From an optimization exercise on the open Yosys and OpenROAD flow, aimed at small area, a short achievable clock period and few clock cycles; shortcuts taken in it are not production practice. The RTL was checked by simulation tests, not by an equivalence proof against the original design. Power is estimated from default activity; no workload was simulated.

## design/flow/config.mk

```make
export PLATFORM = sky130hd
export DESIGN_NAME = mul_div_unit
export DESIGN_NICKNAME = mul_div_unit
export VERILOG_FILES = /design/flow/design.v
export SDC_FILE = /design/flow/constraint.sdc
export NUM_CORES = 4
export LEC_CHECK = 0
export ABC_AREA = 1
export CAP_MARGIN = 20
export CORE_MARGIN = 2
export CORE_UTILIZATION = 40
export SLEW_MARGIN = 20
```

## design/flow/constraint.sdc

```tcl
create_clock -name core_clock -period 125.0 [get_ports {clk}]
set_input_delay 25.0000 -clock core_clock [delete_from_list [all_inputs] [get_ports {clk}]]
set_output_delay 25.0000 -clock core_clock [all_outputs]
set_load 0.01 [all_outputs]
```

## design/flow/design.v

```verilog
package mul_div_unit_pkg;
  localparam logic [3:0] MDU_NONE  = 4'h0;
  localparam logic [3:0] MDU_MULT  = 4'h1;
  localparam logic [3:0] MDU_MULTU = 4'h2;
  localparam logic [3:0] MDU_DIV   = 4'h3;
  localparam logic [3:0] MDU_DIVU  = 4'h4;
  localparam logic [3:0] MDU_MFHI  = 4'h5;
  localparam logic [3:0] MDU_MFLO  = 4'h6;
  localparam logic [3:0] MDU_MTHI  = 4'h7;
  localparam logic [3:0] MDU_MTLO  = 4'h8;
  typedef enum logic [0:0] {StIdle, StRun} mdu_state_e;
endpackage
import mul_div_unit_pkg::*;
module mdu_add34
(
  input  logic [33:0] a,
  input  logic [33:0] b,
  input  logic        ci,
  output logic [33:0] s,
  output logic        c33       
);
  logic [34:0] c;
  assign c[0] = ci;
  assign c33  = c[33];
  for (genvar i = 0; i < 34; i++) begin : g_fa
    assign s[i]   = a[i] ^ b[i] ^ c[i];
    assign c[i+1] = (a[i] & b[i]) | (a[i] & c[i]) | (b[i] & c[i]);
  end
endmodule
module mdu_step
(
  input  logic        div,
  input  logic [32:0] x,
  input  logic [32:0] b,
  input  logic        lo0,
  output logic [32:0] x_n,
  output logic        q
);
  logic        xe;
  logic [33:0] s, r;
  logic        sel;
  assign xe = ~div & x[32];
  logic        c33;
  mdu_add34 u_add (
    .a   ({xe, x}),
    .b   ({b[32], b}),
    .ci  (1'b0),
    .s   (s),
    .c33 (c33)
  );
  assign sel = div ? c33 : lo0;
  assign r   = sel ? s : {xe, x};
  assign x_n = div ? {r[31:0], lo0} : r[33:1];
  assign q   = div ? sel : r[0];
endmodule
module mdu_mstep
(
  input  logic [32:0] x,
  input  logic [32:0] b,
  input  logic        lo0,
  output logic [32:0] x_n,
  output logic        q
);
  logic [33:0] s;
  mdu_add34 u_add (
    .a   ({x[32], x}),
    .b   ({b[32], b} & {34{lo0}}),
    .ci  (1'b0),
    .s   (s),
    .c33 ()
  );
  assign x_n = s[33:1];
  assign q   = s[0];
endmodule
module mdu_neg #(parameter int unsigned W = 32)
(
  input  logic         neg,
  input  logic [W-1:0] x,
  output logic [W-1:0] y
);
  logic [W:0] m;
  assign m[0] = 1'b0;
  for (genvar i = 0; i < W; i++) begin : g_bit
    assign y[i]   = x[i] ^ m[i];
    assign m[i+1] = m[i] | (neg & x[i]);
  end
endmodule
import mul_div_unit_pkg::*;
module mul_div_unit
(
  input  logic        clk,
  input  logic        reset,
  input  logic        start,
  input  logic        cancel,
  input  logic [3:0]  op,
  input  logic [31:0] rs_data,
  input  logic [31:0] rt_data,
  output logic        busy,
  output logic [31:0] read_data
);
  logic        run_q, fix_q, div_q, short_q, negq_q, negr_q;
  logic [3:0]  cnt_q;
  logic [32:0] hx_q, b_q;
  logic [31:0] lo_q;
  logic go, is_mul, is_div, sgn, an, dn, rs_s16, rt_s16, rs_s12, rt_s12, swap, mshort, m12;
  logic short12_q;
  logic d18, d3;
  logic negp, negq;
  logic [32:0] p_in, p, q_in, q;
  logic [31:0] lo_rev, p_rev, p_rev16, p_rev1;
  assign busy = run_q | fix_q;
  assign go   = start & ~cancel & ~busy;
  assign is_mul = (op == MDU_MULT) || (op == MDU_MULTU);
  assign is_div = (op == MDU_DIV)  || (op == MDU_DIVU);
  assign sgn    = (op == MDU_MULT) || (op == MDU_DIV);
  assign an     = sgn & rs_data[31];
  assign dn     = sgn & rt_data[31];
  function automatic logic a_lt(input logic [31:0] v, input logic n, input int m);
    logic all1, all0;
    all1 = 1'b1;
    all0 = 1'b1;
    for (int i = 31; i >= 0; i--) begin
      if (i >= m - 1) all1 = all1 & v[i];
      if (i >= m)     all0 = all0 & ~v[i];
    end
    a_lt = n ? all1 : all0;
  endfunction
  function automatic logic a_ge(input logic [31:0] v, input logic n, input int m);
    logic all1, any1;
    all1 = 1'b1;
    any1 = 1'b0;
    for (int i = 31; i >= 0; i--) begin
      if (i >= m) begin
        all1 = all1 & v[i];
        any1 = any1 | v[i];
      end
    end
    a_ge = n ? ~all1 : any1;
  endfunction
  assign rs_s16 = a_lt(rs_data, an, 16);
  assign rt_s16 = a_lt(rt_data, dn, 16);
  assign rs_s12 = a_lt(rs_data, an, 12);
  assign rt_s12 = a_lt(rt_data, dn, 12);
  assign swap   = is_mul & ((~rs_s16 & rt_s16) | (~rs_s12 & rt_s12));
  assign mshort = rs_s16 | rt_s16;
  assign m12    = rs_s12 | rt_s12;
  assign d18 = a_ge(rt_data, dn, 14) | a_lt(rs_data, an, 17);
  assign d3  = a_ge(rt_data, dn, 29) | (a_lt(rs_data, an, 16) & a_ge(rt_data, dn, 13)) |
               (a_lt(rs_data, an, 13) & a_ge(rt_data, dn, 10)) |
               (a_lt(rs_data, an, 8) & a_ge(rt_data, dn, 5));
  always_comb begin
    for (int i = 0; i < 32; i++) begin
      lo_rev[i] = lo_q[31-i];
      p_rev[i]  = p[31-i];
      p_rev16[i] = (i <= 16) ? p[16-i] : 1'b0;
      p_rev1[i]  = (i <= 1)  ? p[1-i]  : 1'b0;
    end
  end
  assign negp = fix_q ? negq_q : (swap ? dn : an);
  assign negq = fix_q ? negr_q : (is_mul ? (swap ? dn : an) : ~dn);
  logic sel_f, sel_s, sel_n;
  assign sel_f = fix_q;
  assign sel_s = ~fix_q & swap;
  assign sel_n = ~fix_q & ~swap;
  assign p_in = ({33{sel_f}} & {1'b0, lo_rev}) | ({33{sel_s}} & {dn, rt_data}) |
                ({33{sel_n}} & {an, rs_data});
  assign q_in = ({33{sel_f}} & {1'b0, hx_q[32:1]}) | ({33{sel_s}} & {an, rs_data}) |
                ({33{sel_n}} & {dn, rt_data});
  mdu_neg #(.W(33)) u_negp (.neg(negp), .x(p_in), .y(p));
  mdu_neg #(.W(33)) u_negq (.neg(negq), .x(q_in), .y(q));
  logic [32:0] xm, x0, x1, x2, x3;
  logic        qm, q0, q1, q2;
  logic [31:0] lm, l0, l1, l2, l3;
  mdu_mstep u_sm (.x(hx_q), .b(b_q), .lo0(lo_q[0]), .x_n(xm), .q(qm));
  assign lm = {qm, lo_q[31:1]};
  assign x0 = ({33{div_q}} & hx_q) | ({33{~div_q}} & xm);
  assign l0 = ({32{div_q}} & lo_q) | ({32{~div_q}} & lm);
  mdu_step  u_s0 (.div(div_q), .x(x0), .b(b_q), .lo0(l0[0]), .x_n(x1), .q(q0));
  assign l1 = {q0, l0[31:1]};
  mdu_step  u_s1 (.div(div_q), .x(x1), .b(b_q), .lo0(l1[0]), .x_n(x2), .q(q1));
  assign l2 = {q1, l1[31:1]};
  mdu_step  u_s2 (.div(div_q), .x(x2), .b(b_q), .lo0(l2[0]), .x_n(x3), .q(q2));
  assign l3 = {q2, l2[31:1]};
  logic st_end, st_sh, ld_mul, ld_div, ld_d3, ld_d18, ld_dfull, ld_mthi, ld_mtlo;
  assign st_end   = run_q & (cnt_q == 4'd0);
  assign st_sh    = st_end & short_q & ~short12_q & ~div_q;
  logic st_sh12;
  assign st_sh12  = st_end & short12_q & ~div_q;
  assign ld_mul   = ~busy & go & is_mul;
  assign ld_div   = ~busy & go & is_div & (rt_data != 32'd0);
  assign ld_d3    = ld_div & d3;
  assign ld_d18   = ld_div & ~d3 & d18;
  assign ld_dfull = ld_div & ~d3 & ~d18;
  assign ld_mthi  = ~busy & go & (op == MDU_MTHI);
  assign ld_mtlo  = ~busy & go & (op == MDU_MTLO);
  logic        hx_we, lo_we;
  logic [32:0] hx_d;
  logic [31:0] lo_d;
  assign hx_we = ~reset | run_q | fix_q | ld_mul | ld_div | ld_mthi;
  assign lo_we = ~reset | run_q | fix_q | ld_mul | ld_div | ld_mtlo;
  assign hx_d  = ({33{reset & run_q & ~st_sh & ~st_sh12}} & x3) |
                 ({33{reset & st_sh12}}        & {{20{x3[32]}}, x3[32:20]}) |
                 ({33{reset & st_sh}}          & {{16{x3[32]}}, x3[32:16]}) |
                 ({33{reset & fix_q}}          & {1'b0, q[31:0]}) |
                 ({33{reset & ld_mthi}}        & {hx_q[32], p[31:0]}) |
                 ({33{reset & ld_d3}}          & {3'd0, p[31:2]}) |
                 ({33{reset & ld_d18}}         & {18'd0, p[31:17]});
  assign lo_d  = ({32{reset & run_q & ~st_sh & ~st_sh12}} & l3) |
                 ({32{reset & st_sh12}}        & {x3[19:0], l3[31:20]}) |
                 ({32{reset & st_sh}}          & {x3[15:0], l3[31:16]}) |
                 ({32{reset & (fix_q | ld_mul | ld_mtlo)}} & p[31:0]) |
                 ({32{reset & ld_d3}}          & p_rev1) |
                 ({32{reset & ld_d18}}         & p_rev16) |
                 ({32{reset & ld_dfull}}       & p_rev);
  always_ff @(posedge clk) begin
    if (hx_we) hx_q <= hx_d;
    if (lo_we) lo_q <= lo_d;
  end
  always_ff @(posedge clk) begin
    if (!reset) begin
      run_q   <= 1'b0;
      fix_q   <= 1'b0;
      div_q   <= 1'b0;
      short_q <= 1'b0;
      short12_q <= 1'b0;
      negq_q  <= 1'b0;
      negr_q  <= 1'b0;
      cnt_q   <= '0;
    end else if (run_q) begin
      cnt_q <= cnt_q - 4'd1;
      if (cnt_q == 4'd0) begin
        run_q <= 1'b0;
        fix_q <= div_q;
      end
    end else if (fix_q) begin
      fix_q <= 1'b0;
    end else if (ld_mul) begin
      run_q   <= 1'b1;
      div_q   <= 1'b0;
      short_q <= mshort;
      short12_q <= m12;
      cnt_q   <= m12 ? 4'd2 : mshort ? 4'd3 : 4'd7;
    end else if (ld_div) begin
      run_q   <= 1'b1;
      div_q   <= 1'b1;
      negq_q  <= an ^ dn;
      negr_q  <= an;
      cnt_q   <= d3 ? 4'd0 : d18 ? 4'd5 : 4'd10;
    end
  end
  always_ff @(posedge clk) begin
    if (!busy) b_q <= q;
  end
  assign read_data[15:0]  = op[0] ? hx_q[15:0]  : lo_q[15:0];
  assign read_data[31:16] = op[1] ? lo_q[31:16] : hx_q[31:16];
endmodule
```

## design/flow/flow/run.sh

```bash
#!/bin/bash
# The standard layout, except that the port buffers it inserts use the
# smallest plain buffer (sky130_fd_sc_hd__buf_1) instead of the default
# delay buffer. Everything else, synthesis included, is the standard flow.
set -euo pipefail
bash standard.sh "BUFFER_PORTS_ARGS=-buffer_cell sky130_fd_sc_hd__buf_1" finish > standard_flow.log 2>&1
```

## design/flow/standard.sh

```bash
#!/bin/bash
# synth_recipe.tcl (not shown) runs the flow's synth.tcl, then flattens the netlist and writes it again
# the make line also repeats each setting of config.mk as NAME=value (left out here)
make -C /OpenROAD-flow-scripts/flow DESIGN_CONFIG=/design/flow/config.mk WORK_HOME=/design/flow/orfs CLKGATE_MAP_FILE= SYNTH_SCRIPT=/design/flow/synth_recipe.tcl "${@:-finish}"
```

==> metrics.md, run 1 <==
| Metric | Value |
|---|---|
| Weighted congestion reported at the end of routability-driven placement | `1.03` |
| Vias/cell | `6.03` |
| Synth Warn # | `1` |
| Routed met1 length | `27.7 mm` |
| Cell type contributing the most total cell area after synthesis | `sky130_fd_sc_hd__edfxtp_1` |
| Row count | `71` |
| Total wire length after detailed routing | `between 60 and 70 mm` |
| First-pass GRT wire length | `98.0 mm` |
| Sequential cell area fraction in the yosys report | `0.210` |
| Post-synth cell types | `50` |
| Number of clock sinks | `109` |
| Startpoint class of the critical path | `input pin` |
| Area share of the leading cell type in the synthesized netlist | `0.195` |
| Mean post-synth cell area | `between 6 and 7 sq um` |
| Crit path max fanout | `36` |
| Total Negative Setup Slacks | `0 ps` |
| Number of buffers inserted during clock tree synthesis | `9` |
| Pwr Density | `around 13 nW/um^2` |
| Detailed-routing iteration count for the pre-antenna-repair pass | `5` |
| Class of the tightest hold or removal check | `flip-flop to flip-flop` |
| Transition at the pin with the smallest max-transition slack | `1180 ps` |
| Largest clock skew in the final design | `16.7 ps` |
| GRT Resource Usage Total | `0.342` |
| Final critical path time including I/O delays and setup | `a little over 50000 ps` |
| TritonCTS clock tree | `yes` |
| Cells after synthesis | `around 2200` |
| Number of max-cap violations | `0` |
| RSZ-0062 raised after global routing | `false` |
| Total gr overflow | `0` |
| Met3 WL | `6.36 mm` |
| PortBufs | `around 100` |
| Count of nets after finishing | `roughly 2400` |
| Required time at the worst-slack endpoint | `about 100000 ps` |
| Later-pin clock latency in the skew report | `~380 ps` |
| Max transition margin | `0.203` |
| Total number of H-tree levels | `3` |
| Total placed instance area | `about 16000 sq um` |
| DR WL/cell | `between 20 and 25 um` |
| Share of flip-flops with an asynchronous set or reset after synthesis | `0` |
| Dpl hpwl | `approximately 54 mm` |
| Area delta synth->final | `7.25%` |
| Area of the core region | `37400 sq um` |
| Post-route cell area | `16200 sq um` |
| Number of global-route vias before repair | `roughly 15000` |
| CTS resizes | `0` |
| Initial antenna violation count | `0` |
| Die area | `around 40000 sq um` |
| I/O pin count | `105` |
| Type of the setup path with the least slack | `input pin to output port` |
| Number of setup buffers added after CTS | `0` |
| Peak supply drop | `around 7 uV` |
| Final routed DRC violation total | `0` |
| Synth top area cells | `sky130_fd_sc_hd__edfxtp_1 (19%), sky130_fd_sc_hd__fa_1 (17%), sky130_fd_sc_hd__nand2_1 (16%)` |
| Longest Clk Path Bufs | `2` |
| Final period utilization | `0.406` |
| Origin of the worst min-delay path | `cnt_q[0]` |
| Vias | `16300` |
| Fraction of layout cells with a size suffix above 1 | `0.0517` |
| Nets in the synthesized netlist | `2363` |
| Clock-pin transition on the worst setup and hold timing paths | `around 80 ps` |
| Number of hold buffers added after CTS | `0` |
| Height of the chip | `between 150 and 200 um` |
| Commonest non-fill, non-tap cells in the layout | `sky130_fd_sc_hd__nand2_1 (647), sky130_fd_sc_hd__inv_1 (225), sky130_fd_sc_hd__o21ai_0 (223)` |
| Count of final hold-check violations | `0` |
| Final Setup Violations | `0` |
| Run status | `complete, no violations` |
| Initial standard-cell utilization of the core | `0.404` |
| Peak Freq | `approximately 0.020 GHz` |
| Maximum number of pins on one net before global-route repair | `85` |
| Most common library cell in the layout ignoring fill and taps | `sky130_fd_sc_hd__nand2_1` |
| Cell area after synthesis | `about 15000 sq um` |
| Overall die width | `198 um` |
| Timing startpoint of the critical path | `op[0]` |
| Number of register bits inferred by synthesis | `around 110` |
| Post-synth EDFFs | `roughly 100` |
| Cell leakage power | `about 0.0067 uW` |
| Total count of max-transition violations in the final report | `0` |
| Top FF cell, synth | `sky130_fd_sc_hd__edfxtp_1` |
| Top sig layer | `met4` |
| Cell at the root of the clock tree | `sky130_fd_sc_hd__clkbuf_16` |
| Routed wl met2 | `about 29 mm` |
| Launching point of the worst reg2reg path | `lo_q[0]` |
| Initial drt markers | `between 2000 and 2500` |
| Element type at the critical path end | `output port` |
| Number of nets still failing antenna checks after routing | `0` |
| WP data arrival | `roughly 26000 ps` |
routing by layer:
metal | track usage | vias up
met5 | 0 | -
met4 | 0.190 | 0
met3 | 0.0581 | 161
met2 | 0.516 | 894
met1 | 0.464 | 7883
li1 | - | 7327
cell families (layout without fill, tap and decap cells):
group | Yosys count | in the layout | synth area share
AO/OA/AOI/OAI | 499 | 499 | 0.205
AND/OR/NAND/NOR | 1000 | 1000 | 0.285
other | 0 | 1 | 0
buffers and inverters | 357 | 386 | 0.0903
adder cells (fa/ha/maj) | 134 | 134 | 0.175
XOR/XNOR | 38 | 38 | 0.0221
flip-flops | 109 | 109 | 0.210
multiplexers | 20 | 20 | 0.0133
area by class of cell:
| class | instances | area [sq um] |
|---|---|---|
| diodes | 1 | 2.50 |
| inverters | 235 | 885 |
| flip-flops and latches | 109 | 3170 |
| clock inverters | 6 | 48.8 |
| repair buffers | 135 | 636 |
| fillers | 3924 | 21200 |
| well taps | 511 | 639 |
| clock buffers | 10 | 229 |
| multi-input cells | 1691 | 10600 |
synth_stat cells (5+ instances only):
master                      number
sky130_fd_sc_hd__edfxtp_1       98
sky130_fd_sc_hd__xor2_1         24
sky130_fd_sc_hd__a211oi_1       14
sky130_fd_sc_hd__a31oi_1        35
sky130_fd_sc_hd__nor4_1          6
sky130_fd_sc_hd__a2111o_1        6
sky130_fd_sc_hd__a221oi_1       38
sky130_fd_sc_hd__o22ai_1        24
sky130_fd_sc_hd__fa_1          128
sky130_fd_sc_hd__and2_1          5
sky130_fd_sc_hd__inv_1         226
sky130_fd_sc_hd__nand4_1        27
sky130_fd_sc_hd__nand2_1       647
sky130_fd_sc_hd__xnor2_1        14
sky130_fd_sc_hd__nand2_2         6
sky130_fd_sc_hd__nand3_1        78
sky130_fd_sc_hd__a21oi_1        62
sky130_fd_sc_hd__or2_2          11
sky130_fd_sc_hd__nor2_1        166
sky130_fd_sc_hd__buf_1          16
sky130_fd_sc_hd__o21ai_0       223
sky130_fd_sc_hd__nor2_4         10
sky130_fd_sc_hd__nor2_2          8
sky130_fd_sc_hd__o211ai_1       24
sky130_fd_sc_hd__mux2i_1        20
sky130_fd_sc_hd__buf_2          12
sky130_fd_sc_hd__ha_1            6
sky130_fd_sc_hd__nand4_2         5
sky130_fd_sc_hd__inv_2           7
sky130_fd_sc_hd__dfxtp_1        11
sky130_fd_sc_hd__a21o_1          5
sky130_fd_sc_hd__o221ai_1       42
sky130_fd_sc_hd__nor3_1         13
sky130_fd_sc_hd__clkbuf_1       93
sky130_fd_sc_hd__nand3_2         7
sky130_fd_sc_hd__o2111ai_1      10
sky130_fd_sc_hd__nand4_4         5
per-stage QoR:
stage	total power, uW	hold WS (ps)	instances	utilization	setup WS [ps]
2_1_floorplan	142	477	2157	-	74340
3_3_place_gp	183	503	2680	0.425	74250
3_5_place_dp	186	506	2680	0.425	74210
4_1_cts	216	523	2696	0.432	74210
5_1_grt	236	540	2697	0.433	72610
6_report	217	521	2698	0.433	74190
registers in the layout (all words and copies together), names as in the netlist, 4 cells and up:
| register | cells |
|---|---|
| lo_q | 32 |
| hx_q | 33 |
| cnt_q | 4 |
| b_q | 33 |
report_power, final:
part / switching, uW / internal (uW)
logic: 89.3 / 45.7
registers: 8.55 / 44.4
clock network: 15.7 / 13.8
total: 114 / 104
critical path, cell delays in order:
cell and delay, ps:
sky130_fd_sc_hd__buf_1 60, sky130_fd_sc_hd__buf_4 340, sky130_fd_sc_hd__nand2_1 100, sky130_fd_sc_hd__o21ai_0 90, sky130_fd_sc_hd__buf_1 170
worst paths after layout:
kind | end | slack (ps) | cells past startpoint
min reg2reg | cnt_q[0] | 520 | 2
max | read_data[6] | 74190 | 5
max reg2reg | hx_q[18] | 74530 | 132
min | cnt_q[0] | 520 | 2
Testbench counts, summed over its fixed seeds: cycles 93,892.
==> run 2: changes to the inputs <==
--- a/design/flow/config.mk
+++ b/design/flow/config.mk
@@ -7,6 +7,6 @@
 export LEC_CHECK = 0
 export ABC_AREA = 1
-export CAP_MARGIN = 20
+export CAP_MARGIN = 5
 export CORE_MARGIN = 2
 export CORE_UTILIZATION = 40
-export SLEW_MARGIN = 20
+export SLEW_MARGIN = 5
==> run 2 against run 1 <==
Effect of this change: non-clock buffer count decreased by 1; synthesized area unchanged; total power about the same; hold slack hardly changed; clock skew grew 0.56 ps; count of clock-buffer cells in the layout did not move; critical endpoint unchanged; sequential cell count did not move; highest routed layer unchanged.
==> metrics.md, run 2 <==
| Metric | Value |
|---|---|
| Run status | `complete, no violations` |
| Synth top area cells | `sky130_fd_sc_hd__edfxtp_1 (19%), sky130_fd_sc_hd__fa_1 (17%), sky130_fd_sc_hd__nand2_1 (16%)` |
| Required time at the worst-slack endpoint | `100000 ps (about the same)` |
| Row count | `71 (unchanged)` |
| Library cell appearing most often on the critical path | `sky130_fd_sc_hd__buf_1` |
| Fraction of layout cells with a size suffix above 1 | `0.0513 (-0.000434)` |
| Crit path max fanout | `36 (unchanged)` |
| Number of global-route vias before repair | `15100 (unchanged)` |
| Total Negative Setup Slacks | `0 ps (unchanged)` |
| Final Setup Violations | `0 (unchanged)` |
| Area delta synth->final | `7.11%` |
| Cell at the root of the clock tree | `sky130_fd_sc_hd__clkbuf_16` |
| Number of setup buffers added after CTS | `0 (unchanged)` |
| Longest Clk Path Bufs | `2 (unchanged)` |
| Peak Freq | `0.0197 GHz (about the same)` |
| Post-route cell area | `16200 sq um (-0.12%)` |
| Sum of internal, switching and leakage power | `217 uW (about the same)` |
| Detailed-routing iteration count for the pre-antenna-repair pass | `6 (+1)` |
| Initial drt markers | `2206 (+1.1%)` |
| Most common cell in the synthesized netlist | `sky130_fd_sc_hd__nand2_1` |
| Mean post-synth cell area | `7.00 sq um (unchanged)` |
| Launching point of the worst reg2reg path | `lo_q[0]` |
| Number of clock sinks | `109 (unchanged)` |
| Commonest non-fill, non-tap cells in the layout | `sky130_fd_sc_hd__nand2_1 (647), sky130_fd_sc_hd__inv_1 (225), sky130_fd_sc_hd__o21ai_0 (223)` |
| CTS resizes | `0 (unchanged)` |
| Startpoint class of the critical path | `input pin` |
| Number of max-cap violations | `0 (unchanged)` |
| Total placed instance area | `15900 sq um (unchanged)` |
| Post-synth cell types | `50 (unchanged)` |
| Cell leakage power | `0.00667 uW (-0.16%)` |
| PortBufs | `104 (unchanged)` |
| Class of the tightest hold or removal check | `flip-flop to flip-flop` |
| Worst hold path stage count | `2 (unchanged)` |
| Overall die width | `198 um (unchanged)` |
| Cells after synthesis | `2157 (unchanged)` |
| Synth Warn # | `1 (unchanged)` |
| Sink of the worst hold path | `cnt_q[0]` |
| Total count of max-transition violations in the final report | `0 (unchanged)` |
| Area share of the leading cell type in the synthesized netlist | `0.195 (unchanged)` |
| TritonCTS clock tree | `yes` |
| Count of final hold-check violations | `0 (unchanged)` |
| Type of the setup path with the least slack | `input pin to output port` |
| Peak supply drop | `6.81 uV (-0.47%)` |
| Total gr overflow | `0 (unchanged)` |
| Final routed DRC violation total | `0 (unchanged)` |
| Largest clock skew in the final design | `17.2 ps (+0.561 ps)` |
| Number of hold buffers added after CTS | `0 (unchanged)` |
| Transition at the pin with the smallest max-transition slack | `1200 ps (+22.3 ps)` |
| First-pass GRT wire length | `98.0 mm (unchanged)` |
| Cell Count, Final, Fillers Out | `2697 (-0.037%)` |
| Count of nets after finishing | `2386 (-0.042%)` |
| Total wire length after detailed routing | `66.8 mm (-0.25%)` |
| Die area | `39300 sq um (unchanged)` |
| Initial antenna violation count | `0 (unchanged)` |
| Nets in the synthesized netlist | `2363 (unchanged)` |
| Element type at the critical path end | `output port` |
| Most common library cell in the layout ignoring fill and taps | `sky130_fd_sc_hd__nand2_1` |
| Number of nets still failing antenna checks after routing | `0 (unchanged)` |
| Sequential cell area fraction in the yosys report | `0.210 (unchanged)` |
| Weighted congestion reported at the end of routability-driven placement | `1.03 (unchanged)` |
| Cell count after placement | `2680 (unchanged)` |
| Max transition margin | `0.194 (-0.00926)` |
| Post-synth EDFFs | `98 (unchanged)` |
| Critical-path top delay cell | `sky130_fd_sc_hd__buf_4` |
| RSZ-0062 raised after global routing | `false` |
| GRT Resource Usage Total | `0.342 (unchanged)` |
| Critical register-to-register path endpoint | `hx_q[18]` |
| Initial standard-cell utilization of the core | `0.404 (unchanged)` |
| Height of the chip | `198 um (unchanged)` |
| Clock-pin transition on the worst setup and hold timing paths | `80 ps (about the same)` |
| Area of the core region | `37400 sq um (unchanged)` |
| Maximum number of pins on one net before global-route repair | `85 (unchanged)` |
| I/O pin count | `105 (unchanged)` |
| Later-pin clock latency in the skew report | `380 ps (about the same)` |
| R2R depth | `132 (unchanged)` |
| Registers with the most flip-flops | `b_q (33), hx_q (33), lo_q (32)` |
| Top FF cell, synth | `sky130_fd_sc_hd__edfxtp_1` |
| Vias | `16200 (-0.22%)` |
| Hold slack final | `521 ps (+0.0100 ps)` |
| List of most frequent post-synthesis cells | `sky130_fd_sc_hd__nand2_1 (647), sky130_fd_sc_hd__inv_1 (226), sky130_fd_sc_hd__o21ai_0 (223)` |
| Cell type contributing the most total cell area after synthesis | `sky130_fd_sc_hd__edfxtp_1` |
| Vias/cell | `6.02 (-0.18%)` |
| Final period utilization | `0.406 (about the same)` |
| Share of flip-flops with an asynchronous set or reset after synthesis | `0 (unchanged)` |
| Pwr Density | `13.4 nW/um^2 (+0.13%)` |
| Final critical path time including I/O delays and setup | `50800 ps (-12.4 ps)` |
| WP data arrival | `25800 ps (about the same)` |
| Origin of the worst min-delay path | `cnt_q[0]` |
| Total number of H-tree levels | `3 (unchanged)` |
| Dpl hpwl | `53.5 mm (unchanged)` |
| DR WL/cell | `24.8 um (-0.21%)` |
| Number of buffers inserted during clock tree synthesis | `9 (unchanged)` |
| R2R Setup Slk | `74580 ps (+50 ps)` |
| Cell area after synthesis | `15100 sq um (unchanged)` |
| Number of register bits inferred by synthesis | `109 (unchanged)` |
| Maximum cell stage delay along the critical path | `340 ps (about the same)` |
| Ordered list of cells on the worst path | `buf_1 -> buf_4 -> nand2_1 -> o21ai_0 -> buf_1` |
run 2: cell families (layout without fill, tap and decap cells):
logic type,after synthesis,count (layout),share of synthesized area
AND/OR/NAND/NOR,1000,1000,0.285
AO/OA/AOI/OAI,499,499,0.205
buffers and inverters,357,385,0.0903
adder cells (fa/ha/maj),134,134,0.175
flip-flops,109,109,0.210
XOR/XNOR,38,38,0.0221
multiplexers,20,20,0.0133
other,0,1,0
run 2: cell type report:
type	count	area, sq um
Clock inverter	6	48.8
Clock buffer	10	229
Fill cell	3922	21200
Multi-Input combinational cell	1691	10600
Antenna cell	1	2.50
Tap cell	511	639
Inverter	235	885
Timing Repair Buffer	134	616
Sequential cell	109	3170
run 2: critical path, delay by kind of cell:
kind	cells	cell delay, ps
AOI/OAI and AO/OA	1	90
and+or+nand+nor	1	100
buffers and inverters	3	570
run 2: per-layer routing:
layer | routed length, um | GRT usage | vias up
met3 | 6460 | 0.0581 | 157
met4 | 4190 | 0.190 | 0
li1 | - | - | 7334
met2 | 28700 | 0.516 | 914
met1 | 27500 | 0.464 | 7824
met5 | 0 | 0 | -
run 2: where the power goes:
group          total [uW]  leakage [uW]  internal (uW)  switching, uW
combinational         135       0.00542           45.6           89.5
sequential           52.8       0.00112           44.4           8.47
clock                29.5      0.000131           13.8           15.7
total                 217       0.00667            104            114
run 2: how the worst max path moves through the flow:
stage,start,slack [ps],depth (start not counted),endpoint
global route,lo_q[0],72610,132,hx_q[19]
CTS,op[1],74210,5,read_data[29]
global placement,op[1],74250,5,read_data[16]
finish,op[0],74200,5,read_data[6]
detailed placement,op[1],74210,5,read_data[29]
floorplan,op[1],74340,4,read_data[17]
run 2: through the flow:
stage               setup WS, ps  utilization
global route               72610        0.432
global placement           74250        0.425
finish                     74200        0.432
floorplan                  74340            -
detailed placement         74210        0.425
CTS                        74210        0.432

## port drivers added, routing unchanged
The flow's constraints put no driver on any port. The routed layouts listed below were extracted and timed again, unchanged, in two steps.
Step 1 sets driving cells, clkbuf_16 on the clock port and buf_2 on the other inputs (assumed; they add their load-dependent delay and slew).
Step 2 adds t to the input delays and takes it off the output delays; t is the mean of the earliest and latest rising clock arrival at the registers after step 1. Input paths then give back, and output paths get back, about the clock's delay inside the block.
a / b / c = ideal ports / drivers / drivers and shift; a / b = the first two.
| run | t, ns | setup WS [ns] | latest minus earliest clock arrival (ns) | slew at the worst register clock pin (ns) |
|---|---|---|---|---|
| run 1 | 0.427 | 74.192 / 74.171 / 74.171 | 0.017 / 0.017 | 0.09 / 0.09 |
| run 2 | 0.427 | 74.205 / 74.183 / 74.183 | 0.017 / 0.017 | 0.09 / 0.09 |
After both steps setup and hold are still met in every run listed. The setup slack of run 2, which loses most, moves by -0.022 ns with the drivers and by -0.022 ns with both steps.
